This is an optimization exercise on Yosys and OpenROAD, whose aim is small area and a short achievable clock period, not a production implementation. Where RTL was checked, it was by simulation tests only, not by an equivalence proof against the original.

## v6
==> module coef_rom, before the edit <==
module coef_rom #(
	parameter int LANE = 0
) (
	input  logic          clk,
	input  logic          xval,
	input  logic [2:0]    xchan,
	input  logic [18:0]   m1,
	input  logic [18:0]   m3,
	input  logic [18:0]   m5,
	output logic [18:0]   op
);
	logic [6:1] s_p_q, s_n_q;
	always_comb begin
		s_p_q = '0;
		s_n_q = '0;
		for (int c = 0; c < 8; c++) begin
			if (xval && xchan == c) begin
				for (int a = 1; a <= 6; a++) begin
					if (squeeze_pkg::wk(LANE, c) == a || squeeze_pkg::wk(LANE, c) == -a) begin
						if ((squeeze_pkg::wk(LANE, c) < 0) == (squeeze_pkg::wk(0, c) < 0))
							s_p_q[a] = 1'b1;
						else
							s_n_q[a] = 1'b1;
					end
				end
			end
		end
	end
	logic [18:0] mul [6:1];
	logic [18:0] t;
	assign mul[1] = m1;
	assign mul[2] = m1 << 1;
	assign mul[3] = m3;
	assign mul[4] = m1 << 2;
	assign mul[5] = m5;
	assign mul[6] = m3 << 1;
	always_comb begin
		t = '0;
		for (int a = 1; a <= 6; a++) begin
			t = t | ({19{s_p_q[a]}} & mul[a])
			      | ({19{s_n_q[a]}} & ~mul[a]);
		end
	end
	always_ff @(posedge clk) begin
		op <= t;
	end
endmodule
==> module squeeze_ctrl, before the edit <==
module squeeze_ctrl (
	input  logic       clk,
	input  logic       arst_n,
	input  logic       en,
	input  logic       ram_feedback,
	output logic [2:0] chan,
	output logic       xval,
	output logic [2:0] xchan,
	output logic       first,
	output logic       sample,
	output logic       finish
);
	localparam int NPIX = 3 * 3;
	logic       last2;
	logic [3:0] pix_cnt;
	logic       layer_end;
	logic       fb_seen;
	always_ff @(posedge clk or negedge arst_n) begin
		if (!arst_n) begin
			chan   <= 3'd0;
			xval   <= 1'b0;
			xchan  <= 3'd0;
			first  <= 1'b0;
			last2  <= 1'b0;
			sample <= 1'b0;
		end else begin
			if (en) chan <= chan + 3'd1;
			xval   <= en;
			xchan  <= chan;
			first  <= xval && (xchan == 3'd0);
			last2  <= xval && (xchan == 3'd7);
			sample <= last2;
		end
	end
	always_ff @(posedge clk or negedge arst_n) begin
		if (!arst_n) begin
			pix_cnt   <= '0;
			layer_end <= 1'b0;
		end else if (last2 && !layer_end) begin
			pix_cnt <= pix_cnt + 1'b1;
			if (pix_cnt == NPIX - 1) layer_end <= 1'b1;
		end
	end
	always_ff @(posedge clk or negedge arst_n) begin
		if (!arst_n) begin
			fb_seen <= 1'b0;
		end else if (ram_feedback) begin
			fb_seen <= 1'b1;
		end
	end
	assign finish = layer_end && !fb_seen;
endmodule
==> module squeeze_top, before the edit <==
module squeeze_top (
	input  logic                             clk,
	input  logic                             arst_n,
	input  logic                             en,
	input  logic [16-1:0]            ifm,
	input  logic                             ram_feedback,
	output logic [4*16-1:0] ofm,
	output logic                             sample,
	output logic                             finish
);
	logic [2:0]            chan;
	logic                  xval;
	logic [2:0]            xchan;
	logic                  first;
	logic [16-1:0] x;
	logic [18:0]           m1, m3, m5;
	squeeze_ctrl ctrl_i (
		.clk          (clk),
		.arst_n       (arst_n),
		.en           (en),
		.ram_feedback (ram_feedback),
		.chan         (chan),
		.xval         (xval),
		.xchan        (xchan),
		.first        (first),
		.sample       (sample),
		.finish       (finish)
	);
	always_ff @(posedge clk) begin
		x <= ifm ^ {16{~chan[1]}};
	end
	assign m1 = {{3{x[15]}}, x};
	assign m3 = m1 + (m1 << 1);
	assign m5 = m1 + (m1 << 2);
	genvar l;
	generate
		for (l = 0; l < 4; l++) begin : g_lane
			logic [18:0]          op;
			logic [21-1:0] acc;
			coef_rom #(.LANE(l)) sel_i (
				.clk    (clk),
				.xval   (xval),
				.xchan  (xchan),
				.m1     (m1),
				.m3     (m3),
				.m5     (m5),
				.op     (op)
			);
			mac_lane #(.LANE(l)) mac_i (
				.clk   (clk),
				.first (first),
				.op    ({{(21-19){op[18]}}, op}),
				.acc   (acc)
			);
			requant rq_i (
				.acc (acc),
				.q   (ofm[l*16 +: 16])
			);
		end
	endgenerate
endmodule
clock: 7.5 ns
lec_check: 0
abc_area: 1
cap_margin: 20
core_margin: 2
core_utilization: 40
place_density: 0.45
setup_slack_margin: 4.9
slew_margin: 20
standard.sh (not shown) runs the stock make flow with config.mk's settings and CLKGATE_MAP_FILE= SYNTH_SCRIPT=/design/flow/synth_recipe.tcl, a recipe that flattens the netlist after the stock synthesis.
==> flow/flow/run.sh <==
#!/bin/bash
set -euo pipefail
bash standard.sh \
  "BUFFER_PORTS_ARGS=-buffer_cell sky130_fd_sc_hd__buf_2" \
  "MATCH_CELL_FOOTPRINT=0" \
  "CTS_ARGS=-repair_clock_nets -dont_use_dummy_load -buf_list {sky130_fd_sc_hd__clkbuf_16}" \
  finish > make_finish.log 2>&1
diff inputs: v6 => v7
-- flow/design.v --
<<< v6, line 32
) (
	input  logic          clk,
	input  logic          xval,
	input  logic [2:0]    xchan,
	input  logic [18:0]   m1,
	input  logic [18:0]   m3,
>>> v7, line 32
) (
	input  logic          clk,
	input  logic          arst_n,
	input  logic          en,
	input  logic [2:0]    chan,
	input  logic [18:0]   m1,
	input  logic [18:0]   m3,
<<< v6, line 39
	output logic [18:0]   op
);
	logic [6:1] s_p_q, s_n_q;
	always_comb begin
		s_p_q = '0;
		s_n_q = '0;
		for (int c = 0; c < 8; c++) begin
			if (xval && xchan == c) begin
				for (int a = 1; a <= 6; a++) begin
					if (squeeze_pkg::wk(LANE, c) == a || squeeze_pkg::wk(LANE, c) == -a) begin
						if ((squeeze_pkg::wk(LANE, c) < 0) == (squeeze_pkg::wk(0, c) < 0))
							s_p_q[a] = 1'b1;
						else
							s_n_q[a] = 1'b1;
					end
				end
			end
		end
	end
>>> v7, line 40
	output logic [18:0]   op
);
	logic [6:1] s_p_d, s_p_q, s_n_d, s_n_q;
	always_comb begin
		s_p_d = '0;
		s_n_d = '0;
		for (int c = 0; c < 8; c++) begin
			if (en && chan == c) begin
				for (int a = 1; a <= 6; a++) begin
					if (squeeze_pkg::wk(LANE, c) == a || squeeze_pkg::wk(LANE, c) == -a) begin
						if ((squeeze_pkg::wk(LANE, c) < 0) == (squeeze_pkg::wk(0, c) < 0))
							s_p_d[a] = 1'b1;
						else
							s_n_d[a] = 1'b1;
					end
				end
			end
		end
	end
	always_ff @(posedge clk or negedge arst_n) begin
		if (!arst_n) begin
			s_p_q <= '0;
			s_n_q <= '0;
		end else begin
			s_p_q <= s_p_d;
			s_n_q <= s_n_d;
		end
	end
<<< v6, line 105
	input  logic       ram_feedback,
	output logic [2:0] chan,
	output logic       xval,
	output logic [2:0] xchan,
	output logic       first,
	output logic       sample,
>>> v7, line 115
	input  logic       ram_feedback,
	output logic [2:0] chan,
	output logic       first,
	output logic       sample,
<<< v6, line 112
);
	localparam int NPIX = 3 * 3;
	logic       last2;
	logic [3:0] pix_cnt;
	logic       layer_end;
>>> v7, line 120
);
	localparam int NPIX = 3 * 3;
	logic       first1;
	logic       last1, last2;
	logic [3:0] pix_cnt;
	logic       layer_end;
<<< v6, line 119
		if (!arst_n) begin
			chan   <= 3'd0;
			xval   <= 1'b0;
			xchan  <= 3'd0;
			first  <= 1'b0;
			last2  <= 1'b0;
			sample <= 1'b0;
		end else begin
			if (en) chan <= chan + 3'd1;
			xval   <= en;
			xchan  <= chan;
			first  <= xval && (xchan == 3'd0);
			last2  <= xval && (xchan == 3'd7);
			sample <= last2;
		end
>>> v7, line 128
		if (!arst_n) begin
			chan   <= 3'd0;
			first1 <= 1'b0;
			first  <= 1'b0;
			last1  <= 1'b0;
			last2  <= 1'b0;
			sample <= 1'b0;
		end else begin
			if (en) chan <= chan + 3'd1;
			first1 <= en && (chan == 3'd0);
			first  <= first1;
			last1  <= en && (chan == 3'd7);
			last2  <= last1;
			sample <= last2;
		end
<<< v6, line 163
);
	logic [2:0]            chan;
	logic                  xval;
	logic [2:0]            xchan;
	logic                  first;
	logic [16-1:0] x;
>>> v7, line 172
);
	logic [2:0]            chan;
	logic                  first;
	logic [16-1:0] x;
<<< v6, line 174
		.ram_feedback (ram_feedback),
		.chan         (chan),
		.xval         (xval),
		.xchan        (xchan),
		.first        (first),
		.sample       (sample),
>>> v7, line 181
		.ram_feedback (ram_feedback),
		.chan         (chan),
		.first        (first),
		.sample       (sample),
<<< v6, line 193
			coef_rom #(.LANE(l)) sel_i (
				.clk    (clk),
				.xval   (xval),
				.xchan  (xchan),
				.m1     (m1),
				.m3     (m3),
>>> v7, line 198
			coef_rom #(.LANE(l)) sel_i (
				.clk    (clk),
				.arst_n (arst_n),
				.en     (en),
				.chan   (chan),
				.m1     (m1),
				.m3     (m3),
--- outcome ---
Compared with v6, in v7 total die area grew by 540 µm²; share of the synthesized netlist area taken by xor and xnor gates shrank by 0.30 points.
A highest signal layer in the routed design of met4 is what v6 shows, while met5 belongs to v7.
On v7: sequential cell count is about 7% higher than what v6 gave.
The critical path depth was comparable across v6 and v7.
Synthesized area, v7 vs v6: up slightly
Higher global-route met1 utilization among v6 and v7: v6


== red ==
RTL: one of the versions met above, not the one the previous note started from.
Size: about 210 flip-flops, ~14000 sq um of cells after synthesis.
==> module coef_rom, before the edit <==
module coef_rom #(
	parameter int LANE = 0
) (
	input  logic          clk,
	input  logic          arst_n,
	input  logic          en,
	input  logic [2:0]    chan,
	input  logic [18:0]   m1,
	input  logic [18:0]   m3,
	input  logic [18:0]   m5,
	output logic [18:0]   op
);
	logic [6:1] s_p_d, s_p_q, s_n_d, s_n_q;
	always_comb begin
		s_p_d = '0;
		s_n_d = '0;
		for (int c = 0; c < 8; c++) begin
			if (en && chan == c) begin
				for (int a = 1; a <= 6; a++) begin
					if (squeeze_pkg::wk(LANE, c) == a || squeeze_pkg::wk(LANE, c) == -a) begin
						if ((squeeze_pkg::wk(LANE, c) < 0) == (squeeze_pkg::wk(0, c) < 0))
							s_p_d[a] = 1'b1;
						else
							s_n_d[a] = 1'b1;
					end
				end
			end
		end
	end
	always_ff @(posedge clk or negedge arst_n) begin
		if (!arst_n) begin
			s_p_q <= '0;
			s_n_q <= '0;
		end else begin
			s_p_q <= s_p_d;
			s_n_q <= s_n_d;
		end
	end
	logic [18:0] mul [6:1];
	logic [18:0] t;
	assign mul[1] = m1;
	assign mul[2] = m1 << 1;
	assign mul[3] = m3;
	assign mul[4] = m1 << 2;
	assign mul[5] = m5;
	assign mul[6] = m3 << 1;
	always_comb begin
		t = '0;
		for (int a = 1; a <= 6; a++) begin
			t = t | ({19{s_p_q[a]}} & mul[a])
			      | ({19{s_n_q[a]}} & ~mul[a]);
		end
	end
	always_ff @(posedge clk) begin
		op <= t;
	end
endmodule
==> module squeeze_ctrl, before the edit <==
module squeeze_ctrl (
	input  logic       clk,
	input  logic       arst_n,
	input  logic       en,
	input  logic       ram_feedback,
	output logic [2:0] chan,
	output logic       first,
	output logic       sample,
	output logic       finish
);
	localparam int NPIX = 3 * 3;
	logic       first1;
	logic       last1, last2;
	logic [3:0] pix_cnt;
	logic       layer_end;
	logic       fb_seen;
	always_ff @(posedge clk or negedge arst_n) begin
		if (!arst_n) begin
			chan   <= 3'd0;
			first1 <= 1'b0;
			first  <= 1'b0;
			last1  <= 1'b0;
			last2  <= 1'b0;
			sample <= 1'b0;
		end else begin
			if (en) chan <= chan + 3'd1;
			first1 <= en && (chan == 3'd0);
			first  <= first1;
			last1  <= en && (chan == 3'd7);
			last2  <= last1;
			sample <= last2;
		end
	end
	always_ff @(posedge clk or negedge arst_n) begin
		if (!arst_n) begin
			pix_cnt   <= '0;
			layer_end <= 1'b0;
		end else if (last2 && !layer_end) begin
			pix_cnt <= pix_cnt + 1'b1;
			if (pix_cnt == NPIX - 1) layer_end <= 1'b1;
		end
	end
	always_ff @(posedge clk or negedge arst_n) begin
		if (!arst_n) begin
			fb_seen <= 1'b0;
		end else if (ram_feedback) begin
			fb_seen <= 1'b1;
		end
	end
	assign finish = layer_end && !fb_seen;
endmodule
==> module squeeze_top, before the edit <==
module squeeze_top (
	input  logic                             clk,
	input  logic                             arst_n,
	input  logic                             en,
	input  logic [16-1:0]            ifm,
	input  logic                             ram_feedback,
	output logic [4*16-1:0] ofm,
	output logic                             sample,
	output logic                             finish
);
	logic [2:0]            chan;
	logic                  first;
	logic [16-1:0] x;
	logic [18:0]           m1, m3, m5;
	squeeze_ctrl ctrl_i (
		.clk          (clk),
		.arst_n       (arst_n),
		.en           (en),
		.ram_feedback (ram_feedback),
		.chan         (chan),
		.first        (first),
		.sample       (sample),
		.finish       (finish)
	);
	always_ff @(posedge clk) begin
		x <= ifm ^ {16{~chan[1]}};
	end
	assign m1 = {{3{x[15]}}, x};
	assign m3 = m1 + (m1 << 1);
	assign m5 = m1 + (m1 << 2);
	genvar l;
	generate
		for (l = 0; l < 4; l++) begin : g_lane
			logic [18:0]          op;
			logic [21-1:0] acc;
			coef_rom #(.LANE(l)) sel_i (
				.clk    (clk),
				.arst_n (arst_n),
				.en     (en),
				.chan   (chan),
				.m1     (m1),
				.m3     (m3),
				.m5     (m5),
				.op     (op)
			);
			mac_lane #(.LANE(l)) mac_i (
				.clk   (clk),
				.first (first),
				.op    ({{(21-19){op[18]}}, op}),
				.acc   (acc)
			);
			requant rq_i (
				.acc (acc),
				.q   (ofm[l*16 +: 16])
			);
		end
	endgenerate
endmodule
clock: 7.5 ns
lec_check: 0
abc_area: 1
cap_margin: 20
core_margin: 2
core_utilization: 40
place_density: 0.45
setup_slack_margin: 4.9
slew_margin: 20
==> flow/flow/run.sh <==
#!/bin/bash
set -euo pipefail
bash standard.sh \
  "BUFFER_PORTS_ARGS=-buffer_cell sky130_fd_sc_hd__buf_2" \
  "MATCH_CELL_FOOTPRINT=0" \
  "CTS_ARGS=-repair_clock_nets -dont_use_dummy_load -root_buf sky130_fd_sc_hd__clkbuf_16 -buf_list {sky130_fd_sc_hd__clkbuf_8}" \
  finish > make_finish.log 2>&1
#### Input delta (blue over red)
--- a/flow/design.v
+++ b/flow/design.v
@@ -30,40 +30,30 @@
 module coef_rom #(
 	parameter int LANE = 0
 ) (
 	input  logic          clk,
-	input  logic          arst_n,
-	input  logic          en,
+	input  logic          xval,
 	input  logic [2:0]    chan,
 	input  logic [18:0]   m1,
 	input  logic [18:0]   m3,
 	input  logic [18:0]   m5,
 	output logic [18:0]   op
 );
-	logic [6:1] s_p_d, s_p_q, s_n_d, s_n_q;
+	logic [6:1] s_p_q, s_n_q;
 	always_comb begin
-		s_p_d = '0;
-		s_n_d = '0;
+		s_p_q = '0;
+		s_n_q = '0;
 		for (int c = 0; c < 8; c++) begin
-			if (en && chan == c) begin
+			if (xval && chan == (c + 1) % 8) begin
 				for (int a = 1; a <= 6; a++) begin
 					if (squeeze_pkg::wk(LANE, c) == a || squeeze_pkg::wk(LANE, c) == -a) begin
 						if ((squeeze_pkg::wk(LANE, c) < 0) == (squeeze_pkg::wk(0, c) < 0))
-							s_p_d[a] = 1'b1;
+							s_p_q[a] = 1'b1;
 						else
-							s_n_d[a] = 1'b1;
+							s_n_q[a] = 1'b1;
 					end
 				end
 			end
-		end
-	end
-	always_ff @(posedge clk or negedge arst_n) begin
-		if (!arst_n) begin
-			s_p_q <= '0;
-			s_n_q <= '0;
-		end else begin
-			s_p_q <= s_p_d;
-			s_n_q <= s_n_d;
 		end
 	end
 	logic [18:0] mul [6:1];
 	logic [18:0] t;
@@ -113,32 +103,30 @@
 	input  logic       arst_n,
 	input  logic       en,
 	input  logic       ram_feedback,
 	output logic [2:0] chan,
+	output logic       xval,
 	output logic       first,
 	output logic       sample,
 	output logic       finish
 );
 	localparam int NPIX = 3 * 3;
-	logic       first1;
-	logic       last1, last2;
+	logic       last2;
 	logic [3:0] pix_cnt;
 	logic       layer_end;
 	logic       fb_seen;
 	always_ff @(posedge clk or negedge arst_n) begin
 		if (!arst_n) begin
 			chan   <= 3'd0;
-			first1 <= 1'b0;
+			xval   <= 1'b0;
 			first  <= 1'b0;
-			last1  <= 1'b0;
 			last2  <= 1'b0;
 			sample <= 1'b0;
 		end else begin
 			if (en) chan <= chan + 3'd1;
-			first1 <= en && (chan == 3'd0);
-			first  <= first1;
-			last1  <= en && (chan == 3'd7);
-			last2  <= last1;
+			xval   <= en;
+			first  <= xval && (chan == 3'd1);
+			last2  <= xval && (chan == 3'd0);
 			sample <= last2;
 		end
 	end
 	always_ff @(posedge clk or negedge arst_n) begin
@@ -170,8 +158,9 @@
 	output logic                             sample,
 	output logic                             finish
 );
 	logic [2:0]            chan;
+	logic                  xval;
 	logic                  first;
 	logic [16-1:0] x;
 	logic [18:0]           m1, m3, m5;
 	squeeze_ctrl ctrl_i (
@@ -179,8 +168,9 @@
 		.arst_n       (arst_n),
 		.en           (en),
 		.ram_feedback (ram_feedback),
 		.chan         (chan),
+		.xval         (xval),
 		.first        (first),
 		.sample       (sample),
 		.finish       (finish)
 	);
@@ -196,10 +186,9 @@
 			logic [18:0]          op;
 			logic [21-1:0] acc;
 			coef_rom #(.LANE(l)) sel_i (
 				.clk    (clk),
-				.arst_n (arst_n),
-				.en     (en),
+				.xval   (xval),
 				.chan   (chan),
 				.m1     (m1),
 				.m3     (m3),
 				.m5     (m5),
### Flow results
blue vs red, startpoint of the worst setup timing path: g_lane[2].mac_i.acc[20]$_DFF_P_ vs g_lane[1].mac_i.acc[20]$_DFF_P_. Relative to red, cell total after placement has decreased by about 0.55% in blue. blue did not stop at any stage, and its layout met the timing, DRC and antenna checks. Compared with red, blue shows a lower number of tap instances.
No functional check of the RTL was part of blue.

[separate check: timing with driven ports]
No port has a modelled driver above. Below, the same layouts with a new extraction and two added sets of constraints. Step 1, drivers: a clkbuf_16 drives clk and a buf_2 each remaining input, both assumed. Step 2 adds t to the input delays and takes it off the output delays; t is the mean of the earliest and latest rising clock arrival at the registers after step 1. Input paths then give back, and output paths get back, about the clock's delay inside the block. Three values: ideal, step 1, step 2; two values: the first two.
run	t (ns)	slack for setup (ns)	worst hold slack (ns)	worst setup path after step 2
v6	0.497	4.840 / 4.784 / 4.929	0.395 / 0.395 / 0.395	register to register
v7	0.491	4.873 / 4.818 / 5.004	0.379 / 0.379 / 0.379	register to register
red	0.457	4.874 / 4.818 / 4.982	0.383 / 0.383 / 0.383	register to register
blue	0.458	4.911 / 4.858 / 4.943	0.391 / 0.391 / 0.391	register to register
After both steps every run listed still meets setup and hold.
